What follows belongs to an exercise in optimizing a design on an open flow for small area, a short achievable clock period and few clock cycles; a production flow would make more cautious choices. At most, simulation tests tie the RTL to the original design; equivalence was not proved. Function not checked in runs 2 and 3: the RTL went through the layout flow alone.

[flow/run.sh]
#!/bin/bash
# Own flow: the standard synthesis, then the standard ORFS layout with the
# platform's delay cells kept out of buffering and resizing (they otherwise end
# up as port and wire buffers). Each step's output goes to its own log here.
set -euo pipefail
PLATFORM_DONT_USE="sky130_fd_sc_hd__probe_p_8 sky130_fd_sc_hd__probec_p_8 sky130_fd_sc_hd__lpflow_bleeder_1 sky130_fd_sc_hd__lpflow_clkbufkapwr_1 sky130_fd_sc_hd__lpflow_clkbufkapwr_16 sky130_fd_sc_hd__lpflow_clkbufkapwr_2 sky130_fd_sc_hd__lpflow_clkbufkapwr_4 sky130_fd_sc_hd__lpflow_clkbufkapwr_8 sky130_fd_sc_hd__lpflow_clkinvkapwr_1 sky130_fd_sc_hd__lpflow_clkinvkapwr_16 sky130_fd_sc_hd__lpflow_clkinvkapwr_2 sky130_fd_sc_hd__lpflow_clkinvkapwr_4 sky130_fd_sc_hd__lpflow_clkinvkapwr_8 sky130_fd_sc_hd__lpflow_decapkapwr_12 sky130_fd_sc_hd__lpflow_decapkapwr_3 sky130_fd_sc_hd__lpflow_decapkapwr_4 sky130_fd_sc_hd__lpflow_decapkapwr_6 sky130_fd_sc_hd__lpflow_decapkapwr_8 sky130_fd_sc_hd__lpflow_inputiso0n_1 sky130_fd_sc_hd__lpflow_inputiso0p_1 sky130_fd_sc_hd__lpflow_inputiso1n_1 sky130_fd_sc_hd__lpflow_inputiso1p_1 sky130_fd_sc_hd__lpflow_inputisolatch_1 sky130_fd_sc_hd__lpflow_isobufsrc_1 sky130_fd_sc_hd__lpflow_isobufsrc_16 sky130_fd_sc_hd__lpflow_isobufsrc_2 sky130_fd_sc_hd__lpflow_isobufsrc_4 sky130_fd_sc_hd__lpflow_isobufsrc_8 sky130_fd_sc_hd__lpflow_isobufsrckapwr_16 sky130_fd_sc_hd__lpflow_lsbuf_lh_hl_isowell_tap_1 sky130_fd_sc_hd__lpflow_lsbuf_lh_hl_isowell_tap_2 sky130_fd_sc_hd__lpflow_lsbuf_lh_hl_isowell_tap_4 sky130_fd_sc_hd__lpflow_lsbuf_lh_isowell_4 sky130_fd_sc_hd__lpflow_lsbuf_lh_isowell_tap_1 sky130_fd_sc_hd__lpflow_lsbuf_lh_isowell_tap_2 sky130_fd_sc_hd__lpflow_lsbuf_lh_isowell_tap_4"
DELAY_CELLS="sky130_fd_sc_hd__clkdlybuf4s15_1 sky130_fd_sc_hd__clkdlybuf4s15_2 sky130_fd_sc_hd__clkdlybuf4s18_1 sky130_fd_sc_hd__clkdlybuf4s18_2 sky130_fd_sc_hd__clkdlybuf4s25_1 sky130_fd_sc_hd__clkdlybuf4s25_2 sky130_fd_sc_hd__clkdlybuf4s50_1 sky130_fd_sc_hd__clkdlybuf4s50_2 sky130_fd_sc_hd__dlygate4sd1_1 sky130_fd_sc_hd__dlygate4sd2_1 sky130_fd_sc_hd__dlygate4sd3_1 sky130_fd_sc_hd__dlymetal6s2s_1 sky130_fd_sc_hd__dlymetal6s4s_1 sky130_fd_sc_hd__dlymetal6s6s_1"
bash standard.sh synth > synth.log 2>&1
bash standard.sh "DONT_USE_CELLS=$PLATFORM_DONT_USE $DELAY_CELLS" "CTS_ARGS=-sink_clustering_enable -repair_clock_nets -sink_clustering_size 30 -sink_clustering_max_diameter 100 -sink_clustering_levels 1" finish > layout.log 2>&1
test -s out/final.def
[standard.sh]
#!/bin/bash
# synth_recipe.tcl (not shown) runs the flow's synth.tcl, then flattens the netlist and writes it again
# the make line also repeats each setting of config.mk as NAME=value (left out here)
make -C /OpenROAD-flow-scripts/flow DESIGN_CONFIG=/design/flow/config.mk WORK_HOME=/design/flow/orfs CLKGATE_MAP_FILE= SYNTH_SCRIPT=/design/flow/synth_recipe.tcl "${@:-finish}"
[config.mk]
export PLATFORM = sky130hd
export DESIGN_NAME = dehaze_top
export DESIGN_NICKNAME = dehaze_top
export VERILOG_FILES = /design/flow/design.v
export SDC_FILE = /design/flow/constraint.sdc
export NUM_CORES = 4
export LEC_CHECK = 0
export ABC_AREA = 1
export CAP_MARGIN = 50
export CORE_MARGIN = 2
export CORE_UTILIZATION = 70
export CTS_CLUSTER_DIAMETER = 100
export CTS_CLUSTER_SIZE = 30
export SLEW_MARGIN = 50
[constraint.sdc]
create_clock -name core_clock -period 25.0 [get_ports {clk}]
set_input_delay 5.0000 -clock core_clock [delete_from_list [all_inputs] [get_ports {clk}]]
set_output_delay 5.0000 -clock core_clock [all_outputs]
set_load 0.01 [all_outputs]
[design.v]
package dehaze_pkg;
    localparam int img_dim = 8;
    localparam int num_pix = img_dim * img_dim;
    function automatic logic [6:0] gain_lut(input logic [7:0] d);
        case (d)
            8'd0: gain_lut = 7'd64;
            8'd1: gain_lut = 7'd64;
            8'd2: gain_lut = 7'd64;
            8'd3: gain_lut = 7'd64;
            8'd4: gain_lut = 7'd61;
            8'd5: gain_lut = 7'd61;
            8'd6: gain_lut = 7'd61;
            8'd7: gain_lut = 7'd59;
            8'd8: gain_lut = 7'd59;
            8'd9: gain_lut = 7'd59;
            8'd10: gain_lut = 7'd57;
            8'd11: gain_lut = 7'd57;
            8'd12: gain_lut = 7'd57;
            8'd13: gain_lut = 7'd57;
            8'd14: gain_lut = 7'd55;
            8'd15: gain_lut = 7'd55;
            8'd16: gain_lut = 7'd55;
            8'd17: gain_lut = 7'd53;
            8'd18: gain_lut = 7'd53;
            8'd19: gain_lut = 7'd53;
            8'd20: gain_lut = 7'd51;
            8'd21: gain_lut = 7'd51;
            8'd22: gain_lut = 7'd51;
            8'd23: gain_lut = 7'd51;
            8'd24: gain_lut = 7'd50;
            8'd25: gain_lut = 7'd50;
            8'd26: gain_lut = 7'd50;
            8'd27: gain_lut = 7'd48;
            8'd28: gain_lut = 7'd48;
            8'd29: gain_lut = 7'd48;
            8'd30: gain_lut = 7'd47;
            8'd31: gain_lut = 7'd47;
            8'd32: gain_lut = 7'd47;
            8'd33: gain_lut = 7'd47;
            8'd34: gain_lut = 7'd45;
            8'd35: gain_lut = 7'd45;
            8'd36: gain_lut = 7'd45;
            8'd37: gain_lut = 7'd44;
            8'd38: gain_lut = 7'd44;
            8'd39: gain_lut = 7'd44;
            8'd40: gain_lut = 7'd43;
            8'd41: gain_lut = 7'd43;
            8'd42: gain_lut = 7'd43;
            8'd43: gain_lut = 7'd43;
            8'd44: gain_lut = 7'd42;
            8'd45: gain_lut = 7'd42;
            8'd46: gain_lut = 7'd42;
            8'd47: gain_lut = 7'd41;
            8'd48: gain_lut = 7'd41;
            8'd49: gain_lut = 7'd41;
            8'd50: gain_lut = 7'd40;
            8'd51: gain_lut = 7'd40;
            8'd52: gain_lut = 7'd40;
            8'd53: gain_lut = 7'd40;
            8'd54: gain_lut = 7'd39;
            8'd55: gain_lut = 7'd39;
            8'd56: gain_lut = 7'd39;
            8'd57: gain_lut = 7'd38;
            8'd58: gain_lut = 7'd38;
            8'd59: gain_lut = 7'd38;
            8'd60: gain_lut = 7'd37;
            8'd61: gain_lut = 7'd37;
            8'd62: gain_lut = 7'd37;
            8'd63: gain_lut = 7'd37;
            8'd64: gain_lut = 7'd36;
            8'd65: gain_lut = 7'd36;
            8'd66: gain_lut = 7'd36;
            8'd67: gain_lut = 7'd35;
            8'd68: gain_lut = 7'd35;
            8'd69: gain_lut = 7'd35;
            8'd70: gain_lut = 7'd34;
            8'd71: gain_lut = 7'd34;
            8'd72: gain_lut = 7'd34;
            8'd73: gain_lut = 7'd34;
            8'd74: gain_lut = 7'd34;
            8'd75: gain_lut = 7'd34;
            8'd76: gain_lut = 7'd34;
            8'd77: gain_lut = 7'd33;
            8'd78: gain_lut = 7'd33;
            8'd79: gain_lut = 7'd33;
            8'd80: gain_lut = 7'd32;
            8'd81: gain_lut = 7'd32;
            8'd82: gain_lut = 7'd32;
            8'd83: gain_lut = 7'd32;
            8'd84: gain_lut = 7'd32;
            8'd85: gain_lut = 7'd32;
            8'd86: gain_lut = 7'd32;
            8'd87: gain_lut = 7'd31;
            8'd88: gain_lut = 7'd31;
            8'd89: gain_lut = 7'd31;
            8'd90: gain_lut = 7'd30;
            8'd91: gain_lut = 7'd30;
            8'd92: gain_lut = 7'd30;
            8'd93: gain_lut = 7'd30;
            8'd94: gain_lut = 7'd30;
            8'd95: gain_lut = 7'd30;
            8'd96: gain_lut = 7'd30;
            8'd97: gain_lut = 7'd29;
            8'd98: gain_lut = 7'd29;
            8'd99: gain_lut = 7'd29;
            8'd100: gain_lut = 7'd29;
            8'd101: gain_lut = 7'd29;
            8'd102: gain_lut = 7'd29;
            8'd103: gain_lut = 7'd29;
            8'd104: gain_lut = 7'd28;
            8'd105: gain_lut = 7'd28;
            8'd106: gain_lut = 7'd28;
            8'd107: gain_lut = 7'd28;
            8'd108: gain_lut = 7'd28;
            8'd109: gain_lut = 7'd28;
            8'd110: gain_lut = 7'd27;
            8'd111: gain_lut = 7'd27;
            8'd112: gain_lut = 7'd27;
            8'd113: gain_lut = 7'd27;
            8'd114: gain_lut = 7'd27;
            8'd115: gain_lut = 7'd27;
            8'd116: gain_lut = 7'd27;
            8'd117: gain_lut = 7'd26;
            8'd118: gain_lut = 7'd26;
            8'd119: gain_lut = 7'd26;
            8'd120: gain_lut = 7'd26;
            8'd121: gain_lut = 7'd26;
            8'd122: gain_lut = 7'd26;
            8'd123: gain_lut = 7'd26;
            8'd124: gain_lut = 7'd25;
            8'd125: gain_lut = 7'd25;
            8'd126: gain_lut = 7'd25;
            8'd127: gain_lut = 7'd25;
            8'd128: gain_lut = 7'd25;
            8'd129: gain_lut = 7'd25;
            8'd130: gain_lut = 7'd25;
            8'd131: gain_lut = 7'd25;
            8'd132: gain_lut = 7'd25;
            8'd133: gain_lut = 7'd25;
            8'd134: gain_lut = 7'd24;
            8'd135: gain_lut = 7'd24;
            8'd136: gain_lut = 7'd24;
            8'd137: gain_lut = 7'd24;
            8'd138: gain_lut = 7'd24;
            8'd139: gain_lut = 7'd24;
            8'd140: gain_lut = 7'd23;
            8'd141: gain_lut = 7'd23;
            8'd142: gain_lut = 7'd23;
            8'd143: gain_lut = 7'd23;
            8'd144: gain_lut = 7'd23;
            8'd145: gain_lut = 7'd23;
            8'd146: gain_lut = 7'd23;
            8'd147: gain_lut = 7'd23;
            8'd148: gain_lut = 7'd23;
            8'd149: gain_lut = 7'd23;
            8'd150: gain_lut = 7'd22;
            8'd151: gain_lut = 7'd22;
            8'd152: gain_lut = 7'd22;
            8'd153: gain_lut = 7'd22;
            8'd154: gain_lut = 7'd22;
            8'd155: gain_lut = 7'd22;
            8'd156: gain_lut = 7'd22;
            8'd157: gain_lut = 7'd22;
            8'd158: gain_lut = 7'd22;
            8'd159: gain_lut = 7'd22;
            8'd160: gain_lut = 7'd21;
            8'd161: gain_lut = 7'd21;
            8'd162: gain_lut = 7'd21;
            8'd163: gain_lut = 7'd21;
            8'd164: gain_lut = 7'd21;
            8'd165: gain_lut = 7'd21;
            8'd166: gain_lut = 7'd21;
            8'd167: gain_lut = 7'd21;
            8'd168: gain_lut = 7'd21;
            8'd169: gain_lut = 7'd21;
            8'd170: gain_lut = 7'd21;
            8'd171: gain_lut = 7'd21;
            8'd172: gain_lut = 7'd21;
            8'd173: gain_lut = 7'd21;
            8'd174: gain_lut = 7'd20;
            8'd175: gain_lut = 7'd20;
            8'd176: gain_lut = 7'd20;
            8'd177: gain_lut = 7'd20;
            8'd178: gain_lut = 7'd20;
            8'd179: gain_lut = 7'd20;
            8'd180: gain_lut = 7'd20;
            8'd181: gain_lut = 7'd20;
            8'd182: gain_lut = 7'd20;
            8'd183: gain_lut = 7'd20;
            8'd184: gain_lut = 7'd20;
            8'd185: gain_lut = 7'd20;
            8'd186: gain_lut = 7'd20;
            8'd187: gain_lut = 7'd19;
            8'd188: gain_lut = 7'd19;
            8'd189: gain_lut = 7'd19;
            8'd190: gain_lut = 7'd19;
            8'd191: gain_lut = 7'd19;
            8'd192: gain_lut = 7'd19;
            8'd193: gain_lut = 7'd19;
            8'd194: gain_lut = 7'd19;
            8'd195: gain_lut = 7'd19;
            8'd196: gain_lut = 7'd19;
            8'd197: gain_lut = 7'd19;
            8'd198: gain_lut = 7'd19;
            8'd199: gain_lut = 7'd19;
            8'd200: gain_lut = 7'd18;
            8'd201: gain_lut = 7'd18;
            8'd202: gain_lut = 7'd18;
            8'd203: gain_lut = 7'd18;
            8'd204: gain_lut = 7'd18;
            8'd205: gain_lut = 7'd18;
            8'd206: gain_lut = 7'd18;
            8'd207: gain_lut = 7'd18;
            8'd208: gain_lut = 7'd18;
            8'd209: gain_lut = 7'd18;
            8'd210: gain_lut = 7'd18;
            8'd211: gain_lut = 7'd18;
            8'd212: gain_lut = 7'd18;
            8'd213: gain_lut = 7'd18;
            8'd214: gain_lut = 7'd17;
            8'd215: gain_lut = 7'd17;
            8'd216: gain_lut = 7'd17;
            8'd217: gain_lut = 7'd17;
            8'd218: gain_lut = 7'd17;
            8'd219: gain_lut = 7'd17;
            8'd220: gain_lut = 7'd17;
            8'd221: gain_lut = 7'd17;
            8'd222: gain_lut = 7'd17;
            8'd223: gain_lut = 7'd17;
            8'd224: gain_lut = 7'd17;
            8'd225: gain_lut = 7'd17;
            8'd226: gain_lut = 7'd17;
            8'd227: gain_lut = 7'd17;
            8'd228: gain_lut = 7'd17;
            8'd229: gain_lut = 7'd17;
            8'd230: gain_lut = 7'd17;
            8'd231: gain_lut = 7'd17;
            8'd232: gain_lut = 7'd17;
            8'd233: gain_lut = 7'd17;
            8'd234: gain_lut = 7'd16;
            8'd235: gain_lut = 7'd16;
            8'd236: gain_lut = 7'd16;
            8'd237: gain_lut = 7'd16;
            8'd238: gain_lut = 7'd16;
            8'd239: gain_lut = 7'd16;
            8'd240: gain_lut = 7'd16;
            8'd241: gain_lut = 7'd16;
            8'd242: gain_lut = 7'd16;
            8'd243: gain_lut = 7'd16;
            8'd244: gain_lut = 7'd16;
            8'd245: gain_lut = 7'd16;
            8'd246: gain_lut = 7'd16;
            8'd247: gain_lut = 7'd16;
            8'd248: gain_lut = 7'd16;
            8'd249: gain_lut = 7'd16;
            8'd250: gain_lut = 7'd16;
            8'd251: gain_lut = 7'd16;
            8'd252: gain_lut = 7'd16;
            8'd253: gain_lut = 7'd16;
            8'd254: gain_lut = 7'd16;
            8'd255: gain_lut = 7'd16;
            default: gain_lut = 7'd16;
        endcase
    endfunction
endpackage
`timescale 1ns/1ps
module dehaze_top (
    input  logic        clk,
    input  logic        rst,
    input  logic        in_req,
    output logic        in_ack,
    input  logic [23:0] in_pix,      
    output logic        out_req,
    input  logic        out_ack,
    output logic [23:0] out_pix,     
    output logic        out_last
);
    logic        i_full;            
    logic [23:0] ipix;
    logic [23:0] ch [0:8];          
    logic [5:0]  cnt;               
    logic [3:0]  nold;              
    logic        oraw;              
    logic        ordy;              
    logic        pin;               
    logic        pdr;               
    logic [6:0]  gain;
    logic [7:0]  vm [0:7];          
    logic [7:0]  v3p;               
    logic [7:0]  pmin;              
    function automatic logic lt8(input logic [7:0] a, input logic [7:0] b);
        lt8 = 1'b0;
        for (int i = 0; i < 8; i++) lt8 = (~a[i] & b[i]) | (~(a[i] & ~b[i]) & lt8);
    endfunction
    function automatic logic [7:0] min2(input logic [7:0] a, input logic [7:0] b);
        min2 = lt8(a, b) ? a : b;
    endfunction
    function automatic logic [7:0] min3(input logic [23:0] p);
        logic rg, rb, gb;
        rg = lt8(p[23:16], p[15:8]);
        rb = lt8(p[23:16], p[7:0]);
        gb = lt8(p[15:8], p[7:0]);
        min3 = (rg && rb) ? p[23:16] : (!rg && gb) ? p[15:8] : p[7:0];
    endfunction
    function automatic logic [7:0] min3s(input logic [23:0] p);
        min3s = min2(min2(p[23:16], p[15:8]), p[7:0]);
    endfunction
    function automatic logic [7:0] recover(input logic [7:0] c, input logic [6:0] g);
        logic [7:0]  u;
        logic [13:0] s, k, pp, ns, nk;
        logic [14:0] p;
        u = ~c;
        s = {6'b0, u & {8{g[0]}}};
        k = 14'd0;
        for (int j = 1; j < 6; j++) begin
            pp = {6'b0, u & {8{g[j]}}} << j;
            ns = s ^ k ^ pp;
            nk = ((s & k) | (s & pp) | (k & pp)) << 1;
            s  = ns;
            k  = nk;
        end
        p = {1'b0, s + k} | (g[6] ? {1'b0, u, 6'b0} : 15'd0);
        recover = (|p[14:12]) ? 8'd0 : ~p[11:4];
    endfunction
    logic [7:0] m_new, m_up, v3, dark, pm_new, vm_new;
    logic [3:0] nnew;
    logic       out_free, do_in, do_drain, c8_valid, interior;
    assign m_new  = min3(ipix);
    assign m_up   = min3s(ch[7]);
    assign v3     = min2(vm[7], m_new);
    assign dark   = min2(pmin, v3);
    assign pm_new = min2(v3p, v3);
    assign vm_new = min2(m_up, m_new);
    assign nnew     = (cnt > 6'd8) ? 4'd9 : cnt[3:0];
    assign out_free = (!oraw && !ordy && !out_req) || (out_req && out_ack);
    assign do_in    = i_full && !pin && out_free;
    assign do_drain = !i_full && !pdr && (nold != 4'd0) && out_free;
    assign c8_valid = (nold != 4'd0) || (cnt > 6'd8);
    assign interior = (cnt[2:1] != 2'd0) && (cnt[5:4] != 2'd0);
    always_ff @(posedge clk or posedge rst) begin
        if (rst) begin
            i_full  <= 1'b0;
            in_ack  <= 1'b0;
            cnt     <= '0;
            nold    <= '0;
            oraw    <= 1'b0;
            ordy    <= 1'b0;
            out_req <= 1'b0;
            pin     <= 1'b0;
            pdr     <= 1'b0;
        end else begin
            if (in_req && !in_ack && (!i_full || pin)) begin
                i_full <= 1'b1;
                in_ack <= 1'b1;
            end else begin
                if (in_ack && !in_req) in_ack <= 1'b0;
                if (pin) i_full <= 1'b0;
            end
            pin <= do_in;
            pdr <= do_drain;
            if (pin) begin
                cnt <= cnt + 1'b1;
                if (cnt == 6'd63) nold <= 4'd9;
                else if (nold != 4'd0) nold <= nold - 1'b1;
            end else if (pdr) begin
                nold <= nold - 1'b1;
            end
            if (out_req && out_ack) out_req <= 1'b0;
            if ((oraw || ordy) && !out_ack) out_req <= 1'b1;
            ordy <= (oraw || ordy) && out_ack;
            oraw <= (do_in && c8_valid) || do_drain;
        end
    end
    always_ff @(posedge clk) begin
        if (!i_full || pin) ipix <= in_pix;
        if (pin) begin
            ch[0] <= ipix;
            vm[0] <= vm_new;
            for (int k = 1; k < 8; k++) vm[k] <= vm[k-1];
            v3p  <= v3;
            pmin <= pm_new;
        end
        for (int k = 1; k < 9; k++) begin
            if (pin || (pdr && nnew < 4'(k))) ch[k] <= ch[k-1];
        end
        gain <= interior ? dehaze_pkg::gain_lut(dark) : 7'd16;
        if (oraw) begin
            out_pix[23:16] <= recover(ch[8][23:16], gain);
            out_pix[15:8]  <= recover(ch[8][15:8], gain);
            out_pix[7:0]   <= recover(ch[8][7:0], gain);
            out_last       <= (nold == 4'd1);
        end
    end
endmodule
==> results of run 1 <==
worst min-delay path by stage:
stage / to / cells after the start / startpoint
detailed placement: ch[2][2] / 0 / ch[1][2]
finish: ch[5][5] / 0 / ch[4][5]
floorplan: ch[1][0] / 0 / ch[0][0]
CTS: ch[5][5] / 0 / ch[4][5]
global route: ch[4][3] / 0 / ch[3][3]
global placement: ch[3][5] / 0 / ch[2][5]
flip-flops by register name, summed over array words and instances, names as in the netlist:
signal    count
nold          4
cnt           6
ordy          1
out_req       1
pmin          8
oraw          1
ch          216
out_last      1
v3p           8
out_pix      24
gain          7
vm           64
pin           1
ipix         24
in_ack        1
i_full        1
pdr           1
placed cells by master, fill, tap and decap left out, types with 5 or more instances in the layout:
| cell type | n |
|---|---|
| dfxtp_1 | 5 |
| o21ai_1 | 7 |
| a31oi_1 | 5 |
| inv_1 | 245 |
| a21oi_1 | 31 |
| clkinv_1 | 5 |
| nand2_1 | 341 |
| or2_2 | 5 |
| nor3_1 | 10 |
| clkbuf_1 | 9 |
| nand3_1 | 82 |
| inv_2 | 15 |
| buf_1 | 56 |
| edfxtp_1 | 345 |
| o21ai_0 | 58 |
| nor2_1 | 131 |
| nand2_2 | 12 |
| o22ai_1 | 13 |
| a211oi_1 | 6 |
| xnor2_1 | 7 |
| dfrtp_1 | 15 |
| xor2_1 | 7 |
| clkbuf_16 | 16 |
| fa_1 | 81 |
| ha_1 | 46 |
cell type report:
class,instances,area (µm²),area share (%)
multi-input combinational,900,5840,30.8
clock inverter,3,41.3,0.218
inverter,265,995,5.25
clock buffer,25,434,2.29
sequential,369,10900,57.7
tap,330,413,2.18
timing repair buffer,63,289,1.53
metal layers:
| metal | GRT usage (%) | share of wire (%) | vias up |
|---|---|---|---|
| met5 | 0 | 0 | - |
| met3 | 2.62 | 4.6 | 80 |
| met2 | 43.8 | 51 | 336 |
| met1 | 31.3 | 41 | 5215 |
| met4 | 9.09 | 3.5 | 0 |
| li1 | - | - | 5243 |
metrics by stage:
step / setup WS (ps) / hold WS (ps) / instances
floorplan: 19350 / 400 / 1560
global placement: 19250 / 400 / 1925
detailed placement: 19090 / 405 / 1926
CTS: 18920 / 392 / 1954
global route: 18860 / 413 / 1955
finish: 18940 / 406 / 1955
kinds of logic after synthesis:
group,synth area share (%)
flip-flops,61.2
buffers and inverters,6.28
AND/OR/NAND/NOR,14.3
adder cells (fa/ha/maj),12.3
AO/OA/AOI/OAI,5.20
XOR/XNOR,0.687
==> impl_metrics.py, run 1 <==
metrics = {
    "critical_path": {
        "reg2regPathDepth": 17,
        "cp.depth": 1,
        "arrival_ps": 1060,
        "r2r_start": "gain[0]",
        "worstSetupStartpoint": "out_req",
        "r2r_slack_ps": 19250,
        "critPathLaunchType": "register",
        "critPathSlowestCell": "dfrtp_1",
        "critPathMaxFanout": 3,
        "crit_end": "out_req",
        "worstPathCellList": "buf_1",
        "crit_type": "reg2out",
        "critPathBufInv": 1,
        "critPathTopFamily": "flip-flops",
        "crit_required_ps": 20000,
        "max_stage_delay_ps": 410,
        "end_kind": "output pin",
        "reg2reg_to": "out_pix[22]",
    },
    "floorplanning": {
        "die_x_um": 164,
        "fp.dieH_um": 164,
        "initial_core_util_pct": 71.1,
        "rows": 58,
        "core_area_um2": 25100,
        "die-area_um2": 26800,
        "pin_count": 55,
    },
    "cells_and_area": {
        "fin_nets": 1770,
        "syn2layout_area_growth_pct": 6.17,
        "fin_area_um2": 18900,
        "final_util_pct": 75.5,
        "fill_cells": 1665,
        "antenna_cells": 0,
        "drive_gt1_share_pct": 5.23,
    },
    "synth": {
        "yosys_register_bits": 369,
        "syn_area_um2": 17800,
        "synth_top_cell_area_share_pct": 58.1,
        "ys.flop_type": "edfxtp_1",
        "ys_seq_area_share_pct": 61.2,
        "yosysTopAreaCell": "edfxtp_1",
        "syn_inst": 1560,
        "synth_area_leaders": "edfxtp_1 (58%), fa_1 (9.1%), nand2_1 (7.2%)",
        "synth_nets": 1715,
        "synthMostInstantiatedCell": "edfxtp_1",
        "synth_edf_count": 345,
        "synth.distinct_cells": 51,
        "synthArstFlopShare_pct": 4.61,
        "synthTopCellsByCount": "edfxtp_1 (345), nand2_1 (343), inv_1 (250)",
        "syn_area_per_cell_um2": 11.4,
        "yosysWarnings": 3,
    },
    "global_routing": {
        "grt_pass1_vias": 10696,
        "grt_max_degree": 57,
        "grt_pass1_wl_mm": 51.6,
        "grt_overflow": 0,
        "grtUsageTotal_pct": 24.5,
        "antenna_found_initial": 0,
    },
    "detailed_routing": {
        "drt_pass1_iterations": 5,
        "wl_mm": 32.3,
        "wl_per_cell_um": 16.5,
        "via_count": 10874,
        "drc": 0,
        "ant_nets": 0,
        "drtIter0Drc": 786,
        "viasPerCell": 5.56,
    },
    "clock_tree": {
        "clkTransAtPathRegs_ps": 110,
        "cts_tree": "built",
        "clockRootBuffer": "clkbuf_16",
        "ctsResizeCount": 0,
        "post_cts_buffers": 0,
        "clkSinkCount": 369,
        "cts_buffers": 16,
        "hold_buffers": 0,
        "h-tree-depth": 1,
        "clockBufferDepth": 3,
        "clk-insertion-delay-late_ps": 530,
    },
    "sta": {
        "slew_headroom_pct": 55.5,
        "drv_slew": 0,
        "worst_pin_slew_ps": 661,
        "max_freq_mhz": 165,
        "hold_viol": 0,
        "finalCritPeriodShare_pct": 24.3,
        "finalSetupTns_ps": 0,
        "setup_violations": 0,
        "rsz0062_at_grt": "false",
        "fin_crit_ps": 6060,
        "skew_ps": 42.2,
    },
    "status": {
        "status": "timing/DRC/antenna clean",
    },
    "place": {
        "dpl.hpwl_mm": 23.1,
        "place_congestion": 0.913,
        "post_dp_cell_area_um2": 18400,
        "portBuffers": 54,
    },
    "job": {
        "max-cap-violations": 0,
    },
    "worst_hold_path": {
        "hp-class": "reg2reg",
    },
}
Testbench counts, summed over its fixed seeds: cycles 8,352.
==> run 2: changes to the inputs <==
--- a/design.v
+++ b/design.v
@@ -290,6 +290,18 @@
     logic [7:0]  pmin;              
     function automatic logic lt8(input logic [7:0] a, input logic [7:0] b);
-        lt8 = 1'b0;
-        for (int i = 0; i < 8; i++) lt8 = (~a[i] & b[i]) | (~(a[i] & ~b[i]) & lt8);
+        logic [7:0] l, e;
+        logic [3:0] l2, e2;
+        logic [1:0] l4, e4;
+        l = ~a & b;
+        e = ~(a ^ b);
+        for (int i = 0; i < 4; i++) begin
+            l2[i] = l[2*i+1] | (e[2*i+1] & l[2*i]);
+            e2[i] = e[2*i+1] & e[2*i];
+        end
+        for (int i = 0; i < 2; i++) begin
+            l4[i] = l2[2*i+1] | (e2[2*i+1] & l2[2*i]);
+            e4[i] = e2[2*i+1] & e2[2*i];
+        end
+        lt8 = l4[1] | (e4[1] & l4[0]);
     endfunction
     function automatic logic [7:0] min2(input logic [7:0] a, input logic [7:0] b);
@@ -384,5 +396,5 @@
             if (pin || (pdr && nnew < 4'(k))) ch[k] <= ch[k-1];
         end
-        gain <= interior ? dehaze_pkg::gain_lut(dark) : 7'd16;
+        gain <= (i_full && interior) ? dehaze_pkg::gain_lut(dark) : 7'd16;
         if (oraw) begin
             out_pix[23:16] <= recover(ch[8][23:16], gain);
--- a/flow/run.sh
+++ b/flow/run.sh
@@ -7,4 +7,4 @@
 DELAY_CELLS="sky130_fd_sc_hd__clkdlybuf4s15_1 sky130_fd_sc_hd__clkdlybuf4s15_2 sky130_fd_sc_hd__clkdlybuf4s18_1 sky130_fd_sc_hd__clkdlybuf4s18_2 sky130_fd_sc_hd__clkdlybuf4s25_1 sky130_fd_sc_hd__clkdlybuf4s25_2 sky130_fd_sc_hd__clkdlybuf4s50_1 sky130_fd_sc_hd__clkdlybuf4s50_2 sky130_fd_sc_hd__dlygate4sd1_1 sky130_fd_sc_hd__dlygate4sd2_1 sky130_fd_sc_hd__dlygate4sd3_1 sky130_fd_sc_hd__dlymetal6s2s_1 sky130_fd_sc_hd__dlymetal6s4s_1 sky130_fd_sc_hd__dlymetal6s6s_1"
 bash standard.sh synth > synth.log 2>&1
-bash standard.sh "DONT_USE_CELLS=$PLATFORM_DONT_USE $DELAY_CELLS" "CTS_ARGS=-sink_clustering_enable -repair_clock_nets -sink_clustering_size 30 -sink_clustering_max_diameter 100 -sink_clustering_levels 1" finish > layout.log 2>&1
+bash standard.sh "DONT_USE_CELLS=$PLATFORM_DONT_USE $DELAY_CELLS" finish > layout.log 2>&1
 test -s out/final.def
==> run 2 against run 1 <==
Register-to-register slack got worse by 440 ps. Still clean on timing, DRC and antenna. Critical endpoint is now gain[0]. Clock skew decreased by 20 ps. Largest cell class unchanged. Critical path type is now reg2reg. Global-route usage is 0.34 points lower. Synthesized cell count is 2.0% lower.
==> impl_metrics.py, run 2 <==
metrics = {
    "status": {
        "status": "timing/DRC/antenna clean",
    },
    "synth": {
        "synthArstFlopShare_pct": 4.61,
        "yosysTopAreaCell": "edfxtp_1",
        "syn_area_um2": 18200,
        "synth_area_leaders": "edfxtp_1 (57%), fa_1 (8.9%), ha_1 (7.5%)",
        "synth_top_cell_area_share_pct": 56.9,
        "synthTopCellsByCount": "edfxtp_1 (345), nand2_1 (262), inv_1 (238)",
        "synthMostInstantiatedCell": "edfxtp_1",
        "ys.flop_type": "edfxtp_1",
        "yosys_register_bits": 369,
        "synth.distinct_cells": 49,
        "syn_inst": 1529,
        "syn_area_per_cell_um2": 11.9,
        "synth_nets": 1747,
        "synth_edf_count": 345,
        "ys_seq_area_share_pct": 60.0,
        "yosysWarnings": 3,
    },
    "detailed_routing": {
        "viasPerCell": 5.61,
        "wl_mm": 32.3,
        "wl_per_cell_um": 16.7,
        "via_count": 10855,
        "drtIter0Drc": 722,
        "ant_nets": 0,
        "drc": 0,
        "drt_pass1_iterations": 5,
    },
    "place": {
        "portBuffers": 54,
        "place_congestion": 0.861,
        "dpl.hpwl_mm": 23.7,
    },
    "sta": {
        "fin_crit_ps": 6190,
        "skew_ps": 22.2,
        "setup_violations": 0,
        "finalSetupTns_ps": 0,
        "hold_viol": 0,
        "rsz0062_at_grt": "false",
        "slew_headroom_pct": 49.6,
        "max_freq_mhz": 161,
        "drv_slew": 0,
        "worst_pin_slew_ps": 748,
        "finalCritPeriodShare_pct": 24.8,
    },
    "clock_tree": {
        "post_cts_buffers": 0,
        "h-tree-depth": 1,
        "clkSinkCount": 369,
        "clk-insertion-delay-late_ps": 530,
        "clockBufferDepth": 3,
        "clockRootBuffer": "clkbuf_16",
        "ctsResizeCount": 0,
        "hold_buffers": 0,
        "cts_buffers": 17,
        "cts_tree": "built",
        "clkTransAtPathRegs_ps": 110,
    },
    "floorplanning": {
        "pin_count": 55,
        "initial_core_util_pct": 70.7,
        "rows": 59,
        "core_area_um2": 25800,
        "fp.dieH_um": 165,
        "die_x_um": 165,
        "die-area_um2": 27300,
    },
    "global_routing": {
        "grt_max_degree": 45,
        "grt_pass1_wl_mm": 51.1,
        "grt_pass1_vias": 10654,
        "grt_overflow": 0,
        "grtUsageTotal_pct": 24.2,
        "antenna_found_initial": 0,
    },
    "job": {
        "max-cap-violations": 0,
    },
    "critical_path": {
        "critPathSlowestCell": "o21ai_0",
        "reg2regPathDepth": 34,
        "r2r_slack_ps": 18810,
        "worstSetupStartpoint": "ipix[15]",
        "critPathTopFamily": "simple AND/OR/NAND/NOR gates",
        "end_kind": "register",
        "r2r_start": "ipix[15]",
        "reg2reg_to": "gain[0]",
        "crit_required_ps": 25420,
        "critPathBufInv": 4,
        "crit_end": "gain[0]",
        "cp.depth": 34,
        "critPathLaunchType": "register",
        "crit_type": "reg2reg",
        "critPathMaxFanout": 17,
        "arrival_ps": 6620,
        "critPathMostFrequentCell": "nand2_1",
        "max_stage_delay_ps": 550,
    },
    "cells_and_area": {
        "largest_register_ff_count": 216,
        "fin_nets": 1807,
        "top_register": "ch",
        "final_common_cell": "edfxtp_1",
        "antenna_cells": 0,
        "final_cell_mix": "edfxtp_1 (345), nand2_1 (262), inv_1 (235), nor2_1 (149), ha_1 (109)",
        "syn2layout_area_growth_pct": 6.60,
        "top_regs": "ch x216, vm x64",
        "drive_gt1_share_pct": 5.19,
    },
    "worst_hold_path": {
        "min_from": "ch[0][2]",
        "hp-class": "reg2reg",
    },
}
[run 2: changes by cell type in the layout (fill, tap and decap cells not counted), sizes merged, moves of 5 or more]
cell,before,now
a211oi,6,11
a21oi,35,58
ha,46,109
inv,262,249
nand2,356,275
nand3,87,64
nand4,2,8
nor2,132,150
o21ai,69,63
o22ai,13,1
[run 2: cell type report]
type,count,area [µm²]
clock buffers,25,455
inverters,249,935
flip-flops and latches,369,10900
well taps,335,419
multi-input cells,885,6290
fillers,1639,6350
clock inverters,5,66.3
repair buffers,67,314
[run 2: cells by family after synthesis]
group | Yosys count | share of synthesized area (%)
AND/OR/NAND/NOR | 520 | 11.9
flip-flops | 369 | 60.0
buffers and inverters | 275 | 5.83
adder cells (fa/ha/maj) | 190 | 16.4
AO/OA/AOI/OAI | 164 | 5.33
XOR/XNOR | 11 | 0.529
[run 2: how the worst min path moves through the flow]
stage                      endpoint  cells after the start
final                      ch[1][2]                      0
after global routing      ch[1][11]                      0
after CTS                  ch[1][2]                      0
after detailed placement  ch[3][11]                      0
after global placement    ch[2][11]                      0
after floorplan            ch[1][0]                      0
[run 2: stage by stage]
step                      instance area, µm²  hold WS (ps)  worst slack [ps]  utilization, %  instances
after floorplan                        18200           400             17500               -       1529
after global placement                 18800           401             19010            72.9       1900
after CTS                              19400           413             18670            75.1       1932
after global routing                   19400           412             18250            75.3       1935
final                                  19400           402             18810            75.3       1935
after detailed placement               18800           405             18720            73.1       1902
[run 2: per-layer routing]
layer	up-vias	GRT usage (%)	part of all wire, %
met4	0	10.8	4.6
li1	5235	-	-
met3	89	2.30	3.4
met2	294	44.6	52
met1	5237	29.0	40
met5	-	0	0
==> run 3: changes to the inputs <==
--- a/design.v
+++ b/design.v
@@ -290,18 +290,6 @@
     logic [7:0]  pmin;              
     function automatic logic lt8(input logic [7:0] a, input logic [7:0] b);
-        logic [7:0] l, e;
-        logic [3:0] l2, e2;
-        logic [1:0] l4, e4;
-        l = ~a & b;
-        e = ~(a ^ b);
-        for (int i = 0; i < 4; i++) begin
-            l2[i] = l[2*i+1] | (e[2*i+1] & l[2*i]);
-            e2[i] = e[2*i+1] & e[2*i];
-        end
-        for (int i = 0; i < 2; i++) begin
-            l4[i] = l2[2*i+1] | (e2[2*i+1] & l2[2*i]);
-            e4[i] = e2[2*i+1] & e2[2*i];
-        end
-        lt8 = l4[1] | (e4[1] & l4[0]);
+        lt8 = 1'b0;
+        for (int i = 0; i < 8; i++) lt8 = (~a[i] & b[i]) | (~(a[i] & ~b[i]) & lt8);
     endfunction
     function automatic logic [7:0] min2(input logic [7:0] a, input logic [7:0] b);
@@ -315,11 +303,10 @@
         min3 = (rg && rb) ? p[23:16] : (!rg && gb) ? p[15:8] : p[7:0];
     endfunction
-    function automatic logic [7:0] min3s(input logic [23:0] p);
-        min3s = min2(min2(p[23:16], p[15:8]), p[7:0]);
-    endfunction
     function automatic logic [7:0] recover(input logic [7:0] c, input logic [6:0] g);
         logic [7:0]  u;
         logic [13:0] s, k, pp, ns, nk;
         logic [14:0] p;
+        logic [5:0]  hi;
+        logic        cy;
         u = ~c;
         s = {6'b0, u & {8{g[0]}}};
@@ -332,5 +319,11 @@
             k  = nk;
         end
-        p = {1'b0, s + k} | (g[6] ? {1'b0, u, 6'b0} : 15'd0);
+        cy = 1'b0;
+        for (int i = 0; i < 8; i++) begin
+            ns[i] = s[i] ^ k[i] ^ cy;
+            cy    = (s[i] & k[i]) | (s[i] & cy) | (k[i] & cy);
+        end
+        hi = s[13:8] + k[13:8] + {5'b0, cy};
+        p  = {1'b0, hi, ns[7:0]} | (g[6] ? {1'b0, u, 6'b0} : 15'd0);
         recover = (|p[14:12]) ? 8'd0 : ~p[11:4];
     endfunction
@@ -339,7 +332,7 @@
     logic       out_free, do_in, do_drain, c8_valid, interior;
     assign m_new  = min3(ipix);
-    assign m_up   = min3s(ch[7]);
+    assign m_up   = min3(ch[7]);
     assign v3     = min2(vm[7], m_new);
-    assign dark   = min2(pmin, v3);
+    assign dark   = min2(min2(pmin, vm[7]), m_new);
     assign pm_new = min2(v3p, v3);
     assign vm_new = min2(m_up, m_new);
--- a/config.mk
+++ b/config.mk
@@ -10,5 +10,5 @@
 export CORE_MARGIN = 2
 export CORE_UTILIZATION = 70
-export CTS_CLUSTER_DIAMETER = 100
-export CTS_CLUSTER_SIZE = 30
+export CTS_CLUSTER_DIAMETER = 60
+export CTS_CLUSTER_SIZE = 25
 export SLEW_MARGIN = 50
==> run 3 against run 2 <==
Flip-flop and latch count unchanged. Critical endpoint is now in_ack. Critical path type is now reg2out. Largest cell class unchanged. Maximum frequency rose by 1.4%. Final area rose by 2.0%.
==> impl_metrics.py, run 3 <==
metrics = {
    "status": {
        "status": "timing/DRC/antenna clean",
    },
    "synth": {
        "synth.distinct_cells": 53,
        "syn_inst": 1611,
        "synth_area_leaders": "edfxtp_1 (57%), fa_1 (9.6%), nand2_1 (7.5%)",
        "synthMostInstantiatedCell": "nand2_1",
        "syn_area_um2": 18100,
        "yosys_register_bits": 369,
        "synthTopCellsByCount": "nand2_1 (363), edfxtp_1 (345), inv_1 (269)",
        "syn_area_per_cell_um2": 11.3,
        "synth_top_cell_area_share_pct": 57.1,
        "synthArstFlopShare_pct": 4.61,
        "synth_nets": 1766,
        "yosysWarnings": 3,
        "yosysTopAreaCell": "edfxtp_1",
        "ys_seq_area_share_pct": 60.3,
        "synth_edf_count": 345,
        "ys.flop_type": "edfxtp_1",
    },
    "clock_tree": {
        "cts_buffers": 28,
        "ctsResizeCount": 0,
        "clk-insertion-delay-late_ps": 580,
        "clkSinkCount": 369,
        "clkTransAtPathRegs_ps": 90,
        "cts_tree": "built",
        "h-tree-depth": 1,
        "clockRootBuffer": "clkbuf_16",
        "post_cts_buffers": 0,
        "hold_buffers": 0,
        "clockBufferDepth": 3,
    },
    "floorplanning": {
        "pin_count": 55,
        "die_x_um": 165,
        "core_area_um2": 25300,
        "die-area_um2": 27200,
        "fp.dieH_um": 165,
        "initial_core_util_pct": 71.6,
        "rows": 58,
    },
    "sta": {
        "fin_crit_ps": 6110,
        "slew_headroom_pct": 57.6,
        "hold_viol": 0,
        "setup_ws_ps": 18890,
        "worst_pin_slew_ps": 635,
        "rsz0062_at_grt": "false",
        "max_freq_mhz": 164,
        "setup_violations": 0,
        "skew_ps": 17.9,
        "finalCritPeriodShare_pct": 24.4,
        "drv_slew": 0,
        "finalSetupTns_ps": 0,
    },
    "critical_path": {
        "crit_end": "in_ack",
        "end_kind": "output pin",
        "arrival_ps": 1110,
        "worstSetupStartpoint": "in_ack",
        "reg2regPathDepth": 18,
        "r2r_start": "gain[0]",
        "critPathSlowestCell": "dfrtp_1",
        "reg2reg_to": "out_pix[19]",
        "critPathLaunchType": "register",
        "max_stage_delay_ps": 400,
        "cp.depth": 1,
        "r2r_slack_ps": 19040,
        "worstPathCellList": "buf_1",
        "crit_required_ps": 20000,
        "critPathBufInv": 1,
        "crit_type": "reg2out",
        "critPathMaxFanout": 3,
        "critPathTopFamily": "flip-flops",
    },
    "detailed_routing": {
        "wl_mm": 33.4,
        "drtIter0Drc": 1057,
        "drc": 0,
        "viasPerCell": 5.58,
        "drt_pass1_iterations": 7,
        "via_count": 11319,
        "ant_nets": 0,
        "wl_per_cell_um": 16.4,
    },
    "global_routing": {
        "grt_pass1_wl_mm": 54.3,
        "grt_overflow": 0,
        "grtUsageTotal_pct": 25.9,
        "antenna_found_initial": 0,
        "grt_max_degree": 83,
        "grt_pass1_vias": 11003,
    },
    "place": {
        "dpl.hpwl_mm": 24.0,
        "place_ws_ps": 19100,
        "portBuffers": 54,
        "place_congestion": 0.927,
    },
    "cells_and_area": {
        "largest_register_ff_count": 216,
        "fin_nets": 1836,
        "antenna_cells": 0,
        "final_cell_mix": "nand2_1 (361), edfxtp_1 (345), inv_1 (266), nor2_1 (147), fa_1 (87)",
        "top_register": "ch",
        "drive_gt1_share_pct": 7.88,
        "final_common_cell": "nand2_1",
        "top_regs": "ch x216, vm x64",
        "syn2layout_area_growth_pct": 9.21,
    },
    "worst_hold_path": {
        "hp-class": "reg2reg",
    },
    "job": {
        "max-cap-violations": 0,
    },
}
==> run 3: per-stage QoR <==
stage                     hold WS (ps)  area, µm²  utilization [%]  cells
after detailed placement           405      18700             74.0   1980
after CTS                          415      19800             78.1   2029
after global placement             400      18700             73.8   1979
after global routing               426      19800             78.2   2030
after floorplan                    400      18100                -   1611
final                              415      19800             78.2   2030
==> run 3: metal layers <==
layer | global-route usage [%] | share of wire [%] | wire (µm)
met1 | 33.4 | 41 | 13500
met2 | 45.4 | 50 | 16700
met3 | 2.79 | 5.0 | 1670
met4 | 10.9 | 4.4 | 1470
met5 | 0 | 0 | 0
==> run 3: final cells by class <==
class / count / area [µm²]
timing repair buffer: 64 / 279
multi-input combinational: 933 / 6080
fill: 1582 / 5530
tap: 330 / 413
sequential: 369 / 10900
clock inverter: 20 / 320
inverter: 285 / 1070
clock buffer: 29 / 704
==> run 3: logic make-up after synthesis <==
group,after synthesis,share of synthesized area (%)
and+or+nand+nor,647,15.0
AOI/OAI and AO/OA,151,5.42
adders and majority gates,127,12.4
DFF,369,60.3
buffers and inverters,309,6.58
xor gates and xnor gates,8,0.386
==> run 3: how the worst min path moves through the flow <==
| stage | startpoint | cells past startpoint | to |
|---|---|---|---|
| 2_1_floorplan | ch[0][0] | 0 | ch[1][0] |
| 3_3_place_gp | ch[0][11] | 0 | ch[1][11] |
| 3_5_place_dp | ch[1][21] | 0 | ch[2][21] |
| 4_1_cts | ch[1][6] | 0 | ch[2][6] |
| 5_1_grt | ch[6][14] | 0 | ch[7][14] |
| 6_report | ch[1][6] | 0 | ch[2][6] |
==> run 4: changes to the inputs <==
--- a/design.v
+++ b/design.v
@@ -303,10 +303,11 @@
         min3 = (rg && rb) ? p[23:16] : (!rg && gb) ? p[15:8] : p[7:0];
     endfunction
+    function automatic logic [7:0] min3s(input logic [23:0] p);
+        min3s = min2(min2(p[23:16], p[15:8]), p[7:0]);
+    endfunction
     function automatic logic [7:0] recover(input logic [7:0] c, input logic [6:0] g);
         logic [7:0]  u;
         logic [13:0] s, k, pp, ns, nk;
         logic [14:0] p;
-        logic [5:0]  hi;
-        logic        cy;
         u = ~c;
         s = {6'b0, u & {8{g[0]}}};
@@ -319,11 +320,5 @@
             k  = nk;
         end
-        cy = 1'b0;
-        for (int i = 0; i < 8; i++) begin
-            ns[i] = s[i] ^ k[i] ^ cy;
-            cy    = (s[i] & k[i]) | (s[i] & cy) | (k[i] & cy);
-        end
-        hi = s[13:8] + k[13:8] + {5'b0, cy};
-        p  = {1'b0, hi, ns[7:0]} | (g[6] ? {1'b0, u, 6'b0} : 15'd0);
+        p = {1'b0, s + k} | (g[6] ? {1'b0, u, 6'b0} : 15'd0);
         recover = (|p[14:12]) ? 8'd0 : ~p[11:4];
     endfunction
@@ -332,7 +327,7 @@
     logic       out_free, do_in, do_drain, c8_valid, interior;
     assign m_new  = min3(ipix);
-    assign m_up   = min3(ch[7]);
+    assign m_up   = min3s(ch[7]);
     assign v3     = min2(vm[7], m_new);
-    assign dark   = min2(min2(pmin, vm[7]), m_new);
+    assign dark   = min2(pmin, v3);
     assign pm_new = min2(v3p, v3);
     assign vm_new = min2(m_up, m_new);
@@ -389,5 +384,5 @@
             if (pin || (pdr && nnew < 4'(k))) ch[k] <= ch[k-1];
         end
-        gain <= (i_full && interior) ? dehaze_pkg::gain_lut(dark) : 7'd16;
+        gain <= interior ? dehaze_pkg::gain_lut(dark) : 7'd16;
         if (oraw) begin
             out_pix[23:16] <= recover(ch[8][23:16], gain);
==> flow/run.sh (replaced) <==
#!/bin/bash
# Own flow: the standard synthesis, then the standard ORFS layout with the
# platform's delay cells kept out of buffering and resizing (they otherwise end
# up as port and wire buffers). Each step's output goes to its own log here.
set -euo pipefail
PLATFORM_DONT_USE="sky130_fd_sc_hd__probe_p_8 sky130_fd_sc_hd__probec_p_8 sky130_fd_sc_hd__lpflow_bleeder_1 sky130_fd_sc_hd__lpflow_clkbufkapwr_1 sky130_fd_sc_hd__lpflow_clkbufkapwr_16 sky130_fd_sc_hd__lpflow_clkbufkapwr_2 sky130_fd_sc_hd__lpflow_clkbufkapwr_4 sky130_fd_sc_hd__lpflow_clkbufkapwr_8 sky130_fd_sc_hd__lpflow_clkinvkapwr_1 sky130_fd_sc_hd__lpflow_clkinvkapwr_16 sky130_fd_sc_hd__lpflow_clkinvkapwr_2 sky130_fd_sc_hd__lpflow_clkinvkapwr_4 sky130_fd_sc_hd__lpflow_clkinvkapwr_8 sky130_fd_sc_hd__lpflow_decapkapwr_12 sky130_fd_sc_hd__lpflow_decapkapwr_3 sky130_fd_sc_hd__lpflow_decapkapwr_4 sky130_fd_sc_hd__lpflow_decapkapwr_6 sky130_fd_sc_hd__lpflow_decapkapwr_8 sky130_fd_sc_hd__lpflow_inputiso0n_1 sky130_fd_sc_hd__lpflow_inputiso0p_1 sky130_fd_sc_hd__lpflow_inputiso1n_1 sky130_fd_sc_hd__lpflow_inputiso1p_1 sky130_fd_sc_hd__lpflow_inputisolatch_1 sky130_fd_sc_hd__lpflow_isobufsrc_1 sky130_fd_sc_hd__lpflow_isobufsrc_16 sky130_fd_sc_hd__lpflow_isobufsrc_2 sky130_fd_sc_hd__lpflow_isobufsrc_4 sky130_fd_sc_hd__lpflow_isobufsrc_8 sky130_fd_sc_hd__lpflow_isobufsrckapwr_16 sky130_fd_sc_hd__lpflow_lsbuf_lh_hl_isowell_tap_1 sky130_fd_sc_hd__lpflow_lsbuf_lh_hl_isowell_tap_2 sky130_fd_sc_hd__lpflow_lsbuf_lh_hl_isowell_tap_4 sky130_fd_sc_hd__lpflow_lsbuf_lh_isowell_4 sky130_fd_sc_hd__lpflow_lsbuf_lh_isowell_tap_1 sky130_fd_sc_hd__lpflow_lsbuf_lh_isowell_tap_2 sky130_fd_sc_hd__lpflow_lsbuf_lh_isowell_tap_4"
DELAY_CELLS="sky130_fd_sc_hd__clkdlybuf4s15_1 sky130_fd_sc_hd__clkdlybuf4s15_2 sky130_fd_sc_hd__clkdlybuf4s18_1 sky130_fd_sc_hd__clkdlybuf4s18_2 sky130_fd_sc_hd__clkdlybuf4s25_1 sky130_fd_sc_hd__clkdlybuf4s25_2 sky130_fd_sc_hd__clkdlybuf4s50_1 sky130_fd_sc_hd__clkdlybuf4s50_2 sky130_fd_sc_hd__dlygate4sd1_1 sky130_fd_sc_hd__dlygate4sd2_1 sky130_fd_sc_hd__dlygate4sd3_1 sky130_fd_sc_hd__dlymetal6s2s_1 sky130_fd_sc_hd__dlymetal6s4s_1 sky130_fd_sc_hd__dlymetal6s6s_1 sky130_fd_sc_hd__buf_1 sky130_fd_sc_hd__clkbuf_1"
bash standard.sh synth > synth.log 2>&1
bash standard.sh "DONT_USE_CELLS=$PLATFORM_DONT_USE $DELAY_CELLS" finish > layout.log 2>&1
test -s out/final.def
--- a/config.mk
+++ b/config.mk
@@ -10,5 +10,5 @@
 export CORE_MARGIN = 2
 export CORE_UTILIZATION = 70
-export CTS_CLUSTER_DIAMETER = 60
-export CTS_CLUSTER_SIZE = 25
+export CTS_CLUSTER_DIAMETER = 100
+export CTS_CLUSTER_SIZE = 30
 export SLEW_MARGIN = 50
==> run 4 against run 3 <==
Still clean. Global-route usage shrank 1.2 points. Flip-flop and latch count is the same. Wire length shrank 3.3%. Worst setup slack gained 31 ps. First-iteration DRC count shrank 12%. Register-to-register slack gained 250 ps. Via count shrank 3.0%. Maximum frequency grew 0.51%. Area after synthesis shrank 1.6%. Critical path type unchanged.
==> impl_metrics.py, run 4 <==
metrics = {
    "detailed_routing": {
        "drc": 0,
        "drt_pass1_iterations": 6,
        "wl_mm": 32.3,
        "viasPerCell": 5.61,
        "ant_nets": 0,
        "wl_per_cell_um": 16.5,
        "drtIter0Drc": 935,
        "via_count": 10978,
    },
    "clock_tree": {
        "post_cts_buffers": 0,
        "clkTransAtPathRegs_ps": 110,
        "clk-insertion-delay-late_ps": 520,
        "clockRootBuffer": "clkbuf_16",
        "clockBufferDepth": 3,
        "cts_tree": "built",
        "cts_buffers": 17,
        "h-tree-depth": 1,
        "ctsResizeCount": 0,
        "hold_buffers": 0,
        "clkSinkCount": 369,
    },
    "cells_and_area": {
        "syn2layout_area_growth_pct": 6.79,
        "final_common_cell": "edfxtp_1",
        "antenna_cells": 0,
        "final_cell_mix": "edfxtp_1 (345), nand2_1 (341), inv_1 (245), nor2_1 (131), nand3_1 (82)",
        "drive_gt1_share_pct": 9.23,
        "stdcell_count": 1956,
        "largest_register_ff_count": 216,
        "fin_nets": 1773,
        "top_regs": "ch x216, vm x64",
        "top_register": "ch",
    },
    "sta": {
        "rsz0062_at_grt": "false",
        "hold_viol": 0,
        "setup_violations": 0,
        "skew_ps": 20.9,
        "finalCritPeriodShare_pct": 24.3,
        "drv_slew": 0,
        "slew_headroom_pct": 55.9,
        "max_freq_mhz": 165,
        "holdWs_ps": 414,
        "finalSetupTns_ps": 0,
        "worst_pin_slew_ps": 659,
        "fin_crit_ps": 6080,
    },
    "synth": {
        "synth.distinct_cells": 51,
        "yosysWarnings": 3,
        "syn_area_um2": 17800,
        "yosys_register_bits": 369,
        "synthArstFlopShare_pct": 4.61,
        "ys.flop_type": "edfxtp_1",
        "synth_top_cell_area_share_pct": 58.1,
        "yosysTopAreaCell": "edfxtp_1",
        "ys_seq_area_share_pct": 61.2,
        "synthTopCellsByCount": "edfxtp_1 (345), nand2_1 (343), inv_1 (250)",
        "synth_area_leaders": "edfxtp_1 (58%), fa_1 (9.1%), nand2_1 (7.2%)",
        "synth_edf_count": 345,
        "synthMostInstantiatedCell": "edfxtp_1",
        "syn_area_per_cell_um2": 11.4,
        "synth_nets": 1715,
        "syn_inst": 1560,
    },
    "global_routing": {
        "grtUsageTotal_pct": 24.7,
        "grt_pass1_wl_mm": 51.9,
        "grt_max_degree": 49,
        "grt_overflow": 0,
        "grt_pass1_vias": 10666,
        "antenna_found_initial": 0,
    },
    "critical_path": {
        "end_kind": "output pin",
        "critPathTopFamily": "flip-flops",
        "critPathSlowestCell": "dfrtp_1",
        "critPathLaunchType": "register",
        "crit_required_ps": 20000,
        "critPathMaxFanout": 3,
        "arrival_ps": 1080,
        "worstPathCellList": "buf_2",
        "crit_type": "reg2out",
        "critPathBufInv": 1,
        "max_stage_delay_ps": 410,
    },
    "floorplanning": {
        "fp.dieH_um": 164,
        "pin_count": 55,
        "initial_core_util_pct": 71.1,
        "die-area_um2": 26800,
        "rows": 58,
        "die_x_um": 164,
        "core_area_um2": 25100,
    },
    "place": {
        "dpl.cell_count": 1928,
        "place_congestion": 0.890,
        "dpl.hpwl_mm": 23.2,
        "portBuffers": 54,
    },
    "job": {
        "max-cap-violations": 0,
    },
    "worst_hold_path": {
        "hp-class": "reg2reg",
    },
    "status": {
        "status": "timing/DRC/antenna clean",
    },
}
-- run 4: cell type report --
type | instances | area [µm²]
repair buffers | 65 | 343
clock buffers | 21 | 455
clock inverters | 6 | 72.6
multi-input cells | 900 | 5850
flip-flops and latches | 369 | 10900
fillers | 1654 | 6050
inverters | 265 | 995
well taps | 330 | 413
-- run 4: final timing paths --
path / slack, ps / cells past startpoint / endpoint / startpoint
min in group asynchronous: 4440 / 2 / i_full / rst
worst max register to register: 19290 / 17 / out_pix[22] / gain[0]
worst max-delay path: 18920 / 1 / out_req / out_req
worst min-delay path: 410 / 0 / ch[1][8] / ch[0][8]
worst min register to register: 410 / 0 / ch[1][8] / ch[0][8]
max in group asynchronous: 20270 / 2 / pin / rst
-- run 4: cells by family (layout without fill, tap and decap cells) --
kind of cell	count (synthesis)	count (layout)	share of synthesized area, %
compound gates	152	152	5.20
xor+xnor	14	14	0.687
fa+ha+maj	127	127	12.3
buf+inv	291	357	6.28
flops	369	369	61.2
simple gates	607	607	14.3
-- run 4: metal layers --
metal  GRT usage (%)  routed length, µm
met4            7.66                993
met2            44.6              16600
met1            31.7              13100
met5               0                  0
met3            2.87               1600
-- run 4: per-stage QoR --
stage | setup slack, ps | instance area [µm²] | util, %
after global placement | 19230 | 18500 | 73.6
after detailed placement | 19190 | 18500 | 73.7
after global routing | 18870 | 19100 | 75.9
after CTS | 18890 | 19000 | 75.8
final | 18920 | 19100 | 75.9
after floorplan | 19350 | 17800 | -
Testbench counts of run 4, summed over its fixed seeds: cycles 8,352.

-- port drivers added, routing unchanged --
How much do the figures lean on ideal ports? The routed layouts below were timed once more, with nothing changed but the port constraints. Step 1 sets driving cells, clkbuf_16 on the clock port and buf_2 on the other inputs (assumed; they add their load-dependent delay and slew). Step 2 also shifts input and output timing later by t, the mid clock arrival at the registers, as if the neighbouring blocks saw the same clock. a / b / c = ideal ports / drivers / drivers and shift; a / b = the first two.
| run | t (ns) | slack for setup (ns) | hold WS [ns] |
|---|---|---|---|
| run 1 | 0.557 | 18.936 / 18.886 / 19.051 | 0.406 / 0.406 / 0.406 |
| run 2 | 0.567 | 18.806 / 18.806 / 18.806 | 0.402 / 0.402 / 0.402 |
| run 3 | 0.619 | 18.892 / 18.839 / 19.045 | 0.415 / 0.415 / 0.415 |
| run 4 | 0.560 | 18.922 / 18.875 / 19.216 | 0.414 / 0.414 / 0.414 |
After both steps every run listed still meets setup and hold.
